Background: an optimization exercise with open tools, aiming at a short achievable clock period and few clock cycles. Do not read the settings as production practice. RTL that was checked went through simulation tests only; none was proved equivalent to the original. No activity file was given, so power comes from the tool's default toggle rates.

==> run R <==
==> flow/design.v <==
package proc_pkg;
    typedef enum logic [5-1:0] {
        op_rtype = 5'b00000,
        op_j     = 5'b00001,
        op_bne   = 5'b00010,
        op_jal   = 5'b00011,
        op_jr    = 5'b00100,
        op_addi  = 5'b00101,
        op_blt   = 5'b00110,
        op_sw    = 5'b00111,
        op_lw    = 5'b01000
    } opcode_e;
    typedef enum logic [5-1:0] {
        alu_add = 5'd0,
        alu_sub = 5'd1,
        alu_and = 5'd2,
        alu_or  = 5'd3,
        alu_sll = 5'd4,
        alu_sra = 5'd5
    } alu_op_e;
    typedef struct packed {
        opcode_e                   opcode;
        logic [5-1:0] rd;
        logic [5-1:0] rs;
        logic [5-1:0] rt;
        logic [4:0]                shamt;
        alu_op_e                   alu_op;
        logic [1:0]                spare;
    } insn_t;
    typedef struct packed {
        logic [32-1:0] pc;
        insn_t                 insn;
    } if_id_t;
    typedef struct packed {
        logic [32-1:0] pc;
        logic [32-1:0] a;
        logic [32-1:0] b;
        insn_t                 insn;
    } id_ex_t;
    typedef struct packed {
        logic [32-1:0] result;
        logic [32-1:0] b;
        insn_t                 insn;
    } ex_mem_t;
    typedef struct packed {
        logic [32-1:0] result;
        logic [32-1:0] load_data;
        insn_t                 insn;
    } mem_wb_t;
    typedef struct packed {
        logic                      en;
        logic [5-1:0] idx;
        logic [32-1:0]     data;
    } rf_write_t;
    typedef struct packed {
        logic [32-1:0] addr;
        logic [32-1:0] data;
        logic                  wren;
    } dmem_req_t;
endpackage
module cpu_top (
    input  logic                      clock,
    input  logic                      arst_n,
    output logic [32-1:0]     imem_addr,
    input  logic [32-1:0]     imem_rdata,
    output logic [32-1:0]     dmem_addr,
    output logic [32-1:0]     dmem_wdata,
    output logic                      dmem_wren,
    input  logic [32-1:0]     dmem_rdata,
    output logic [5-1:0] rf_raddr_a,
    output logic [5-1:0] rf_raddr_b,
    input  logic [32-1:0]     rf_rdata_a,
    input  logic [32-1:0]     rf_rdata_b,
    output logic                      rf_wen,
    output logic [5-1:0] rf_widx,
    output logic [32-1:0]     rf_wdata
);
    localparam logic [4:0] OP_R    = 5'd0;
    localparam logic [4:0] OP_J    = 5'd1;
    localparam logic [4:0] OP_BNE  = 5'd2;
    localparam logic [4:0] OP_JAL  = 5'd3;
    localparam logic [4:0] OP_JR   = 5'd4;
    localparam logic [4:0] OP_ADDI = 5'd5;
    localparam logic [4:0] OP_BLT  = 5'd6;
    localparam logic [4:0] OP_SW   = 5'd7;
    localparam logic [4:0] OP_LW   = 5'd8;
    logic [31:0] pc;
    logic        wb_en;
    logic [4:0]  wb_idx;
    logic        wb_load;
    logic [31:0] wb_data;
    logic        st_en;
    logic [31:0] mem_addr;
    logic [31:0] st_data;
    logic [31:0] insn;
    logic [4:0]  opcode;
    logic [4:0]  rd;
    logic [4:0]  rs;
    logic [4:0]  rt;
    logic [4:0]  shamt;
    logic [4:0]  func;
    logic [31:0] imm;
    logic [31:0] target;
    assign insn   = imem_rdata;
    assign opcode = insn[31:27];
    assign rd     = insn[26:22];
    assign rs     = insn[21:17];
    assign rt     = insn[16:12];
    assign shamt  = insn[11:7];
    assign func   = insn[6:2];
    assign imm    = {{15{insn[16]}}, insn[16:0]};
    assign target = {{5{insn[26]}}, insn[26:0]};
    assign imem_addr  = pc;
    assign rf_raddr_a = rs;
    assign rf_raddr_b = (opcode[2:1] == 2'b00) ? rt : rd;
    logic [31:0] a;
    logic [31:0] b;
    assign a = rf_rdata_a;
    assign b = rf_rdata_b;
    logic [31:0] sum_ab;
    logic [31:0] diff_ab;
    logic [31:0] sum_ai;
    logic [31:0] sll_a;
    logic [31:0] sra_a;
    logic [31:0] pc_inc;
    logic [31:0] pc_br;
    logic [31:0] alu_r;
    logic [31:0] result;
    assign sum_ab  = a + b;
    assign diff_ab = a - b;
    assign sum_ai  = a + imm;
    assign sll_a   = a << shamt;
    assign sra_a   = $signed(a) >>> shamt;
    assign pc_inc  = pc + 32'd1;
    assign pc_br   = pc_inc + imm;
    always_comb begin
        case (func)
            5'd1:    alu_r = diff_ab;
            5'd2:    alu_r = a & b;
            5'd3:    alu_r = a | b;
            5'd4:    alu_r = sll_a;
            5'd5:    alu_r = sra_a;
            default: alu_r = sum_ab;
        endcase
    end
    always_comb begin
        case (opcode)
            OP_R:    result = alu_r;
            OP_JAL:  result = pc_inc;
            default: result = sum_ai;
        endcase
    end
    logic ne;
    logic lt;
    assign ne = b != a;
    assign lt = $signed(b) < $signed(a);
    logic [31:0] next_pc;
    always_comb begin
        case (opcode)
            OP_J, OP_JAL: next_pc = target;
            OP_JR:        next_pc = b;
            OP_BNE:       next_pc = ne ? pc_br : pc_inc;
            OP_BLT:       next_pc = lt ? pc_br : pc_inc;
            default:      next_pc = pc_inc;
        endcase
    end
    logic       writes;
    logic [4:0] dest;
    assign dest   = (opcode == OP_JAL) ? 5'd31 : rd;
    assign writes = ((opcode == OP_R) || (opcode == OP_ADDI) || (opcode == OP_LW) ||
                     (opcode == OP_JAL)) && (dest != 5'd0);
    always_ff @(posedge clock or negedge arst_n) begin
        if (!arst_n) begin
            pc       <= 32'h0000_0000;
            wb_en    <= 1'b0;
            wb_idx   <= '0;
            wb_load  <= 1'b0;
            wb_data  <= '0;
            st_en    <= 1'b0;
            mem_addr <= '0;
            st_data  <= '0;
        end else begin
            pc       <= next_pc;
            wb_en    <= writes;
            wb_idx   <= dest;
            wb_load  <= opcode == OP_LW;
            wb_data  <= result;
            st_en    <= opcode == OP_SW;
            mem_addr <= sum_ai;
            st_data  <= b;
        end
    end
    assign rf_wen     = wb_en;
    assign rf_widx    = wb_idx;
    assign rf_wdata   = wb_load ? dmem_rdata : wb_data;
    assign dmem_addr  = mem_addr;
    assign dmem_wren  = st_en;
    assign dmem_wdata = st_data;
endmodule
==> flow/run.sh <==
#!/bin/bash
# synth_recipe.tcl (not shown) runs the flow's synth.tcl, then flattens the netlist and writes it again
# the make line also repeats each setting of config.mk as NAME=value (left out here)
make -C /OpenROAD-flow-scripts/flow DESIGN_CONFIG=/design/flow/config.mk WORK_HOME=/design/flow/orfs CLKGATE_MAP_FILE= SYNTH_SCRIPT=/design/flow/synth_recipe.tcl finish
==> flow/config.mk <==
export PLATFORM = sky130hd
export DESIGN_NAME = cpu_top
export DESIGN_NICKNAME = cpu_top
export VERILOG_FILES = /design/flow/design.v
export SDC_FILE = /design/flow/constraint.sdc
export NUM_CORES = 4
export LEC_CHECK = 0
export CAP_MARGIN = 20
export CORE_MARGIN = 2
export CORE_UTILIZATION = 40
export SLEW_MARGIN = 20
==> flow/constraint.sdc <==
create_clock -name core_clock -period 9.0 [get_ports {clock}]
set_input_delay 1.8000 -clock core_clock [delete_from_list [all_inputs] [get_ports {clock}]]
set_output_delay 1.8000 -clock core_clock [all_outputs]
set_load 0.01 [all_outputs]
==> run E: changes against run R <==
ABC_CLOCK_PERIOD_IN_PS = 3000   (was default)
SETUP_SLACK_MARGIN = 5   (was default)
TNS_END_PERCENT = 100   (was default)
==> run H: changes against run R <==
ABC_CLOCK_PERIOD_IN_PS = 1000   (was default)
SETUP_SLACK_MARGIN = 5   (was default)
TNS_END_PERCENT = 100   (was default)
==> qor summary <==
item	run H	run E	run R
Result of the run	finished clean	finished clean	finished clean
First DRT Iteration DRCs	2234	2234	1626
Data-path buffer share of cell area in the final layout	0.1905	0.1905	0.1440
Non-clk bufs	463	463	309
Highest attainable clock frequency	0.1909 GHz	0.1909 GHz	0.1525 GHz
Shortest period the worst path allows	5.239 ns	5.239 ns	6.558 ns
Leak	10.61 nW	10.61 nW	8.932 nW
Antenna violations before repair	3	3	2
# Post-CTS Setup Buffers	127	127	0
Worst-Skew Late Latency	0.49 ns	0.49 ns	0.45 ns
Worst max-slew margin expressed relative to the limit	0.2823	0.2823	0.3455
Critical path fanouts, max	3	3	12
Destination of the critical timing path	wb_data[31]	wb_data[31]	wb_data[19]
Testbench counts of run R, summed over its fixed seeds: cycles 44,387.
Testbench counts of run E, summed over its fixed seeds: cycles 44,387.
Testbench counts of run H, summed over its fixed seeds: cycles 44,387.

---

==> run X: inputs <==
cpu_top, a different RTL version from the one above (not shown whole).
// cpu_top
module cpu_top (
    input  logic                      clock,
    input  logic                      arst_n,
    output logic [32-1:0]     imem_addr,
    input  logic [32-1:0]     imem_rdata,
    output logic [32-1:0]     dmem_addr,
    output logic [32-1:0]     dmem_wdata,
    output logic                      dmem_wren,
    input  logic [32-1:0]     dmem_rdata,
    output logic [5-1:0] rf_raddr_a,
    output logic [5-1:0] rf_raddr_b,
    input  logic [32-1:0]     rf_rdata_a,
    input  logic [32-1:0]     rf_rdata_b,
    output logic                      rf_wen,
    output logic [5-1:0] rf_widx,
    output logic [32-1:0]     rf_wdata
);
    localparam logic [4:0] OP_R    = 5'd0;
    localparam logic [4:0] OP_J    = 5'd1;
    localparam logic [4:0] OP_BNE  = 5'd2;
    localparam logic [4:0] OP_JAL  = 5'd3;
    localparam logic [4:0] OP_JR   = 5'd4;
    localparam logic [4:0] OP_ADDI = 5'd5;
    localparam logic [4:0] OP_BLT  = 5'd6;
    localparam logic [4:0] OP_SW   = 5'd7;
    localparam logic [4:0] OP_LW   = 5'd8;
    logic [31:0] pc;
    logic [31:0] ras;
    logic        d_valid;
    logic [31:0] d_insn;
    logic [31:0] d_pc1;
    logic        d_pred_taken;
    logic [31:0] d_pred_npc;
    logic [4:0]  d_ra;
    logic [4:0]  d_rb;
    logic        e_valid;
    logic        e_writes;
    logic [4:0]  e_dest;
    logic        e_is_lw;
    logic        e_is_sw;
    logic        e_is_r;
    logic        e_is_jal;
    logic        e_is_bne;
    logic        e_is_blt;
    logic        e_is_jr;
    logic [4:0]  e_func;
    logic [4:0]  e_shamt;
    logic [31:0] e_imm;
    logic [31:0] e_a;
    logic [31:0] e_b;
    logic        e_fa;
    logic        e_fb;
    logic [31:0] e_pc1;
    logic [31:0] e_brtgt;
  ...
export LEC_CHECK = 0
export ABC_CLOCK_PERIOD_IN_PS = 2000
export CAP_MARGIN = 20
export CORE_MARGIN = 2
export CORE_UTILIZATION = 40
export SETUP_SLACK_MARGIN = 5
export SLEW_MARGIN = 20
export TNS_END_PERCENT = 100
create_clock -name core_clock -period 9.0 [get_ports {clock}]
run.sh (not shown) runs the stock make flow with config.mk's settings and CLKGATE_MAP_FILE= SYNTH_SCRIPT=/design/flow/synth_recipe.tcl, a recipe that flattens the netlist after the stock synthesis.
==> run C (differences from run X) <==
--- a/flow/design.v
+++ b/flow/design.v
@@ -117,13 +117,20 @@
     localparam logic [4:0] OP_BLT  = 5'd6;
     localparam logic [4:0] OP_SW   = 5'd7;
     localparam logic [4:0] OP_LW   = 5'd8;
     logic [31:0] pc;
     logic [31:0] ras;
+    logic [255:0] bp;
+    logic        u_valid;
+    logic [7:0]  u_idx;
+    logic        u_taken;
+    logic        r_redirect;
+    logic [31:0] r_redirect_pc;
     logic        d_valid;
     logic [31:0] d_insn;
     logic [31:0] d_pc1;
+    logic [7:0]  d_pcl;
     logic        d_pred_taken;
     logic [31:0] d_pred_npc;
     logic [4:0]  d_ra;
     logic [4:0]  d_rb;
     logic        e_valid;
@@ -134,18 +141,24 @@
     logic        e_is_r;
     logic        e_is_jal;
     logic        e_is_bne;
     logic        e_is_blt;
     logic        e_is_jr;
-    logic [4:0]  e_func;
+    logic        e_s_add;
+    logic        e_s_sub;
+    logic        e_s_and;
+    logic        e_s_or;
+    logic        e_s_sll;
+    logic        e_s_sra;
+    logic        e_s_ai;
+    logic        e_s_pc1;
     logic [4:0]  e_shamt;
     logic [31:0] e_imm;
     logic [31:0] e_a;
     logic [31:0] e_b;
-    logic        e_fa;
-    logic        e_fb;
     logic [31:0] e_pc1;
+    logic [7:0]  e_pcl;
     logic [31:0] e_brtgt;
     logic        e_pred_taken;
     logic [31:0] e_pred_npc;
     logic        m_writes;
     logic [4:0]  m_dest;
@@ -171,11 +184,11 @@
     proc_ks_add i_f_pc1 (.x(pc), .y(32'd0), .cin(1'b1), .s(f_pc1), .cout());
     assign f_imm     = {{15{f_insn[16]}}, f_insn[16:0]};
     assign f_target  = {{5{f_insn[26]}}, f_insn[26:0]};
     proc_ks_add i_f_brtgt (.x(pc), .y(f_imm), .cin(1'b1), .s(f_brtgt), .cout());
     assign f_is_br   = (f_op == OP_BNE) || (f_op == OP_BLT);
-    assign f_pred_taken = f_is_br && f_insn[16];
+    assign f_pred_taken = f_is_br && (f_insn[16] || bp[pc[7:0]]);
     always_comb begin
         if ((f_op == OP_J) || (f_op == OP_JAL)) begin
             f_pred_npc = f_target;
         end else if (f_op == OP_JR) begin
             f_pred_npc = ras;
@@ -218,10 +231,20 @@
     assign d_is_jr   = d_op == OP_JR;
     assign d_is_jal  = d_op == OP_JAL;
     assign d_uses_a  = d_is_r || d_is_addi || d_is_lw || d_is_sw || d_is_bne || d_is_blt;
     assign d_uses_b  = d_is_r || d_is_bne || d_is_blt || d_is_jr || d_is_sw;
     assign d_dest    = d_is_jal ? 5'd31 : d_rd;
+    logic d_func_sub;
+    logic d_func_and;
+    logic d_func_or;
+    logic d_func_sll;
+    logic d_func_sra;
+    assign d_func_sub = d_insn[6:2] == 5'd1;
+    assign d_func_and = d_insn[6:2] == 5'd2;
+    assign d_func_or  = d_insn[6:2] == 5'd3;
+    assign d_func_sll = d_insn[6:2] == 5'd4;
+    assign d_func_sra = d_insn[6:2] == 5'd5;
     assign d_writes  = (d_is_r || d_is_addi || d_is_lw || d_is_jal) && (d_dest != 5'd0);
     assign rf_raddr_a = d_ra;
     assign rf_raddr_b = d_rb;
     assign stall = d_valid && e_valid && e_is_lw && e_writes &&
                    ((d_uses_a && (d_ra == e_dest)) || (d_uses_b && (d_rb == e_dest)));
@@ -230,52 +253,46 @@
     assign d_mhit_b = m_writes && (m_dest == d_rb);
     assign d_a      = d_mhit_a ? m_wdata : rf_rdata_a;
     logic [31:0] d_brtgt;
     proc_ks_add i_d_brtgt (.x(d_pc1), .y(d_imm), .cin(1'b0), .s(d_brtgt), .cout());
     assign d_b      = d_mhit_b ? m_wdata : rf_rdata_b;
+    logic e_fwd_a;
+    logic e_fwd_b;
+    assign e_fwd_a = e_writes && !e_is_lw && (e_dest == d_ra);
+    assign e_fwd_b = e_writes && !e_is_lw && (e_dest == d_rb);
     logic [31:0] a;
     logic [31:0] b;
     logic [31:0] sum_ab;
     logic [31:0] diff_ab;
     logic [31:0] sum_ai;
-    logic [31:0] alu_r;
     logic [31:0] result;
     logic        ne;
     logic        lt;
     logic        taken;
     logic        mispredict;
     logic [31:0] redirect_pc;
-    assign a = e_fa ? m_result : e_a;
-    assign b = e_fb ? m_result : e_b;
+    assign a = e_a;
+    assign b = e_b;
     logic        ge_ba;
     proc_ks_add i_sum_ab  (.x(a), .y(b), .cin(1'b0), .s(sum_ab), .cout());
     proc_ks_add i_diff_ab (.x(a), .y(~b), .cin(1'b1), .s(diff_ab), .cout());
     proc_ks_add i_sum_ai  (.x(a), .y(e_imm), .cin(1'b0), .s(sum_ai), .cout());
     proc_ks_add i_cmp (.x({~b[31], b[30:0]}), .y(~{~a[31], a[30:0]}), .cin(1'b1), .s(), .cout(ge_ba));
-    always_comb begin
-        case (e_func)
-            5'd1:    alu_r = diff_ab;
-            5'd2:    alu_r = a & b;
-            5'd3:    alu_r = a | b;
-            5'd4:    alu_r = a << e_shamt;
-            5'd5:    alu_r = $signed(a) >>> e_shamt;
-            default: alu_r = sum_ab;
-        endcase
-    end
-    always_comb begin
-        if (e_is_r) begin
-            result = alu_r;
-        end else if (e_is_jal) begin
-            result = e_pc1;
-        end else begin
-            result = sum_ai;
-        end
-    end
+    logic [31:0] sll_a;
+    logic [31:0] sra_a;
+    assign sll_a = a << e_shamt;
+    assign sra_a = $signed(a) >>> e_shamt;
+    assign result = ({32{e_s_add}} & sum_ab) | ({32{e_s_sub}} & diff_ab) |
+                    ({32{e_s_and}} & (a & b)) | ({32{e_s_or}} & (a | b)) |
+                    ({32{e_s_sll}} & sll_a) | ({32{e_s_sra}} & sra_a) |
+                    ({32{e_s_ai}} & sum_ai) | ({32{e_s_pc1}} & e_pc1);
     assign ne    = b != a;
     assign lt    = !ge_ba;
     assign taken = (e_is_bne && ne) || (e_is_blt && lt);
-    assign mispredict = e_valid &&
+    logic e_live;
+    assign e_live = e_valid && !r_redirect;
+    assign mispredict = e_live &&
                         (((e_is_bne || e_is_blt) && (taken != e_pred_taken)) ||
                          (e_is_jr && (b != e_pred_npc)));
     always_comb begin
         if (e_is_jr) begin
             redirect_pc = b;
@@ -293,38 +310,42 @@
     assign rf_wdata = w_data;
     always_ff @(posedge clock or negedge arst_n) begin
         if (!arst_n) begin
             pc  <= 32'h0000_0000;
             ras <= '0;
-        end else if (mispredict) begin
-            pc <= redirect_pc;
-        end else if (!stall) begin
-            pc <= f_pred_npc;
+        end else begin
+            if (r_redirect) begin
+                pc <= r_redirect_pc;
+            end else if (!stall) begin
+                pc <= f_pred_npc;
+            end
             if (f_op == OP_JAL) begin
                 ras <= f_pc1;
             end
         end
     end
     always_ff @(posedge clock or negedge arst_n) begin
         if (!arst_n) begin
             d_valid      <= 1'b0;
             d_insn       <= '0;
             d_pc1        <= '0;
+            d_pcl        <= '0;
             d_pred_taken <= 1'b0;
             d_pred_npc   <= '0;
             d_ra         <= '0;
             d_rb         <= '0;
-        end else if (mispredict) begin
-            d_valid <= 1'b0;
         end else if (!stall) begin
-            d_valid      <= 1'b1;
+            d_valid      <= !r_redirect;
             d_insn       <= f_insn;
             d_pc1        <= f_pc1;
+            d_pcl        <= pc[7:0];
             d_pred_taken <= f_pred_taken;
             d_pred_npc   <= ras;
             d_ra         <= f_insn[21:17];
             d_rb         <= (f_op[2:1] == 2'b00) ? f_insn[16:12] : f_insn[26:22];
+        end else if (r_redirect) begin
+            d_valid <= 1'b0;
         end
     end
     always_ff @(posedge clock or negedge arst_n) begin
         if (!arst_n) begin
             e_valid      <= 1'b0;
@@ -335,40 +356,53 @@
             e_is_r       <= 1'b0;
             e_is_jal     <= 1'b0;
             e_is_bne     <= 1'b0;
             e_is_blt     <= 1'b0;
             e_is_jr      <= 1'b0;
-            e_func       <= '0;
+            e_s_add      <= 1'b0;
+            e_s_sub      <= 1'b0;
+            e_s_and      <= 1'b0;
+            e_s_or       <= 1'b0;
+            e_s_sll      <= 1'b0;
+            e_s_sra      <= 1'b0;
+            e_s_ai       <= 1'b0;
+            e_s_pc1      <= 1'b0;
             e_shamt      <= '0;
             e_imm        <= '0;
             e_a          <= '0;
             e_b          <= '0;
-            e_fa         <= 1'b0;
-            e_fb         <= 1'b0;
             e_pc1        <= '0;
+            e_pcl        <= '0;
             e_brtgt      <= '0;
             e_pred_taken <= 1'b0;
             e_pred_npc   <= '0;
         end else begin
-            e_valid      <= d_valid && !mispredict && !stall;
-            e_writes     <= d_valid && !mispredict && !stall && d_writes;
+            e_valid      <= d_valid && !r_redirect && !stall;
+            e_writes     <= d_valid && !r_redirect && !stall && d_writes;
             e_dest       <= d_dest;
             e_is_lw      <= d_is_lw;
             e_is_sw      <= d_is_sw;
             e_is_r       <= d_is_r;
             e_is_jal     <= d_is_jal;
             e_is_bne     <= d_is_bne;
             e_is_blt     <= d_is_blt;
             e_is_jr      <= d_is_jr;
-            e_func       <= d_insn[6:2];
+            e_s_add      <= d_is_r && !d_func_sub && !d_func_and && !d_func_or &&
+                            !d_func_sll && !d_func_sra;
+            e_s_sub      <= d_is_r && d_func_sub;
+            e_s_and      <= d_is_r && d_func_and;
+            e_s_or       <= d_is_r && d_func_or;
+            e_s_sll      <= d_is_r && d_func_sll;
+            e_s_sra      <= d_is_r && d_func_sra;
+            e_s_ai       <= !d_is_r && !d_is_jal;
+            e_s_pc1      <= d_is_jal;
             e_shamt      <= d_insn[11:7];
             e_imm        <= d_imm;
-            e_a          <= d_a;
-            e_b          <= d_b;
-            e_fa         <= e_writes && !e_is_lw && (e_dest == d_ra);
-            e_fb         <= e_writes && !e_is_lw && (e_dest == d_rb);
+            e_a          <= e_fwd_a ? result : d_a;
+            e_b          <= e_fwd_b ? result : d_b;
             e_pc1        <= d_pc1;
+            e_pcl        <= d_pcl;
             e_brtgt      <= d_brtgt;
             e_pred_taken <= d_pred_taken;
             e_pred_npc   <= d_pred_npc;
         end
     end
@@ -379,14 +413,14 @@
             m_is_lw  <= 1'b0;
             m_wren   <= 1'b0;
             m_result <= '0;
             m_sdata  <= '0;
         end else begin
-            m_writes <= e_writes;
+            m_writes <= e_writes && !r_redirect;
             m_dest   <= e_dest;
             m_is_lw  <= e_is_lw;
-            m_wren   <= e_valid && e_is_sw;
+            m_wren   <= e_live && e_is_sw;
             m_result <= result;
             m_sdata  <= b;
         end
     end
     always_ff @(posedge clock or negedge arst_n) begin
@@ -398,6 +432,25 @@
             w_en   <= m_writes;
             w_idx  <= m_dest;
             w_data <= m_wdata;
         end
     end
+    always_ff @(posedge clock or negedge arst_n) begin
+        if (!arst_n) begin
+            r_redirect    <= 1'b0;
+            r_redirect_pc <= '0;
+            u_valid       <= 1'b0;
+            u_idx         <= '0;
+            u_taken       <= 1'b0;
+            bp            <= '0;
+        end else begin
+            r_redirect    <= mispredict;
+            r_redirect_pc <= redirect_pc;
+            u_valid       <= e_live && (e_is_bne || e_is_blt);
+            u_idx         <= e_pcl;
+            u_taken       <= taken;
+            if (u_valid) begin
+                bp[u_idx] <= u_taken;
+            end
+        end
+    end
 endmodule
==> run M (differences from run X) <==
--- a/flow/design.v
+++ b/flow/design.v
@@ -56,43 +56,10 @@
         logic [32-1:0] addr;
         logic [32-1:0] data;
         logic                  wren;
     } dmem_req_t;
 endpackage
-module proc_ks_add #(
-    parameter int W = 32
-) (
-    input  logic [W-1:0] x,
-    input  logic [W-1:0] y,
-    input  logic         cin,
-    output logic [W-1:0] s,
-    output logic         cout
-);
-    localparam int L = 5;
-    logic [W-1:0] p0;
-    logic [W-1:0] g [0:L];
-    logic [W-1:0] p [0:L];
-    assign p0 = x ^ y;
-    always_comb begin
-        g[0] = x & y;
-        g[0][0] = (x[0] & y[0]) | (p0[0] & cin);
-        p[0] = p0;
-    end
-    for (genvar l = 0; l < L; l++) begin : g_lvl
-        for (genvar i = 0; i < W; i++) begin : g_bit
-            if (i >= (1 << l)) begin : g_comb
-                assign g[l+1][i] = g[l][i] | (p[l][i] & g[l][i-(1<<l)]);
-                assign p[l+1][i] = p[l][i] & p[l][i-(1<<l)];
-            end else begin : g_pass
-                assign g[l+1][i] = g[l][i];
-                assign p[l+1][i] = p[l][i];
-            end
-        end
-    end
-    assign s    = p0 ^ {g[L][W-2:0], cin};
-    assign cout = g[L][W-1];
-endmodule
 module cpu_top (
     input  logic                      clock,
     input  logic                      arst_n,
     output logic [32-1:0]     imem_addr,
     input  logic [32-1:0]     imem_rdata,
@@ -166,14 +133,14 @@
     logic        f_pred_taken;
     logic [31:0] f_pred_npc;
     assign imem_addr = pc;
     assign f_insn    = imem_rdata;
     assign f_op      = f_insn[31:27];
-    proc_ks_add i_f_pc1 (.x(pc), .y(32'd0), .cin(1'b1), .s(f_pc1), .cout());
+    assign f_pc1     = pc + 32'd1;
     assign f_imm     = {{15{f_insn[16]}}, f_insn[16:0]};
     assign f_target  = {{5{f_insn[26]}}, f_insn[26:0]};
-    proc_ks_add i_f_brtgt (.x(pc), .y(f_imm), .cin(1'b1), .s(f_brtgt), .cout());
+    assign f_brtgt   = f_pc1 + f_imm;
     assign f_is_br   = (f_op == OP_BNE) || (f_op == OP_BLT);
     assign f_pred_taken = f_is_br && f_insn[16];
     always_comb begin
         if ((f_op == OP_J) || (f_op == OP_JAL)) begin
             f_pred_npc = f_target;
@@ -227,12 +194,10 @@
                    ((d_uses_a && (d_ra == e_dest)) || (d_uses_b && (d_rb == e_dest)));
     assign m_wdata  = m_is_lw ? dmem_rdata : m_result;
     assign d_mhit_a = m_writes && (m_dest == d_ra);
     assign d_mhit_b = m_writes && (m_dest == d_rb);
     assign d_a      = d_mhit_a ? m_wdata : rf_rdata_a;
-    logic [31:0] d_brtgt;
-    proc_ks_add i_d_brtgt (.x(d_pc1), .y(d_imm), .cin(1'b0), .s(d_brtgt), .cout());
     assign d_b      = d_mhit_b ? m_wdata : rf_rdata_b;
     logic [31:0] a;
     logic [31:0] b;
     logic [31:0] sum_ab;
     logic [31:0] diff_ab;
@@ -244,15 +209,13 @@
     logic        taken;
     logic        mispredict;
     logic [31:0] redirect_pc;
     assign a = e_fa ? m_result : e_a;
     assign b = e_fb ? m_result : e_b;
-    logic        ge_ba;
-    proc_ks_add i_sum_ab  (.x(a), .y(b), .cin(1'b0), .s(sum_ab), .cout());
-    proc_ks_add i_diff_ab (.x(a), .y(~b), .cin(1'b1), .s(diff_ab), .cout());
-    proc_ks_add i_sum_ai  (.x(a), .y(e_imm), .cin(1'b0), .s(sum_ai), .cout());
-    proc_ks_add i_cmp (.x({~b[31], b[30:0]}), .y(~{~a[31], a[30:0]}), .cin(1'b1), .s(), .cout(ge_ba));
+    assign sum_ab  = a + b;
+    assign diff_ab = a - b;
+    assign sum_ai  = a + e_imm;
     always_comb begin
         case (e_func)
             5'd1:    alu_r = diff_ab;
             5'd2:    alu_r = a & b;
             5'd3:    alu_r = a | b;
@@ -269,11 +232,11 @@
         end else begin
             result = sum_ai;
         end
     end
     assign ne    = b != a;
-    assign lt    = !ge_ba;
+    assign lt    = $signed(b) < $signed(a);
     assign taken = (e_is_bne && ne) || (e_is_blt && lt);
     assign mispredict = e_valid &&
                         (((e_is_bne || e_is_blt) && (taken != e_pred_taken)) ||
                          (e_is_jr && (b != e_pred_npc)));
     always_comb begin
@@ -365,11 +328,11 @@
             e_a          <= d_a;
             e_b          <= d_b;
             e_fa         <= e_writes && !e_is_lw && (e_dest == d_ra);
             e_fb         <= e_writes && !e_is_lw && (e_dest == d_rb);
             e_pc1        <= d_pc1;
-            e_brtgt      <= d_brtgt;
+            e_brtgt      <= d_pc1 + d_imm;
             e_pred_taken <= d_pred_taken;
             e_pred_npc   <= d_pred_npc;
         end
     end
     always_ff @(posedge clock or negedge arst_n) begin
==> qor.csv <==
stage;metric;value;unit
run_status;status;timing/DRC/antenna clean;
drt;wl_met3;15100;um
drt;finalWirelength;166000;um
cells_and_area;non_clock_buffer_area_share;0.0672;
cells_and_area;antennaDiodeCount;2;
Source of the figures above: run C

==> qor.csv <==
stage;metric;value;unit
run_status;status;timing/DRC/antenna clean;
drt;wl_per_cell;27.6;um
drt;finalWirelength;137000;um
drt;wl_met3;9820;um
Source of the figures above: run M

==> qor.csv <==
stage;metric;value;unit
cells_and_area;non_clock_buffer_area_share;0.142;
run_status;status;timing/DRC/antenna clean;
power;leakage;0.0188;uW
drt;finalWirelength;160000;um
cells_and_area;multi_input_area;23100;um2
cts;post_cts_buffers;132;
Source of the figures above: run X

Testbench counts of run X, summed over its fixed seeds: cycles 50,615.
The RTL of run C and run M was laid out without a check of its function.

## static timing again, ports no longer ideal
Ports are ideal in the flow. The routed layouts listed here were re-timed in OpenROAD.
Step 1 assumes that a clkbuf_16 drives the clock port and a buf_2 every other input.
Step 2 moves the port delays by t, midway between the first and last clock arrival at a register: inputs arrive t later, outputs are due t later. That takes back most of the time a late clock gives input paths.
Slacks: ideal ports / drivers / drivers and shift; pairs: ideal ports / drivers.
run	shift t [ns]	slack for setup (ns)	hold WS [ns]	worst register clock-pin slew, ns	cell pins on the clock port's net
run R	0.492	2.442 / 2.467 / 1.975	0.720 / 0.720 / 0.720	0.07 / 0.07	1
run E	0.547	3.761 / 3.776 / 3.229	0.697 / 0.697 / 0.697	0.07 / 0.07	1
run H	0.547	3.761 / 3.776 / 3.229	0.697 / 0.697 / 0.697	0.07 / 0.07	1
run X	0.707	4.651 / 4.651 / 4.139	0.375 / 0.375 / 0.375	0.07 / 0.07	1
run C	0.740	4.960 / 4.960 / 4.299	0.340 / 0.340 / 0.340	0.07 / 0.07	1
run M	0.712	4.353 / 4.353 / 4.038	0.369 / 0.369 / 0.369	0.07 / 0.07	1
After both steps setup and hold are still met in every run listed. The setup slack of run C, which loses most, moves by 0.000 ns with the drivers and by -0.661 ns with both steps.
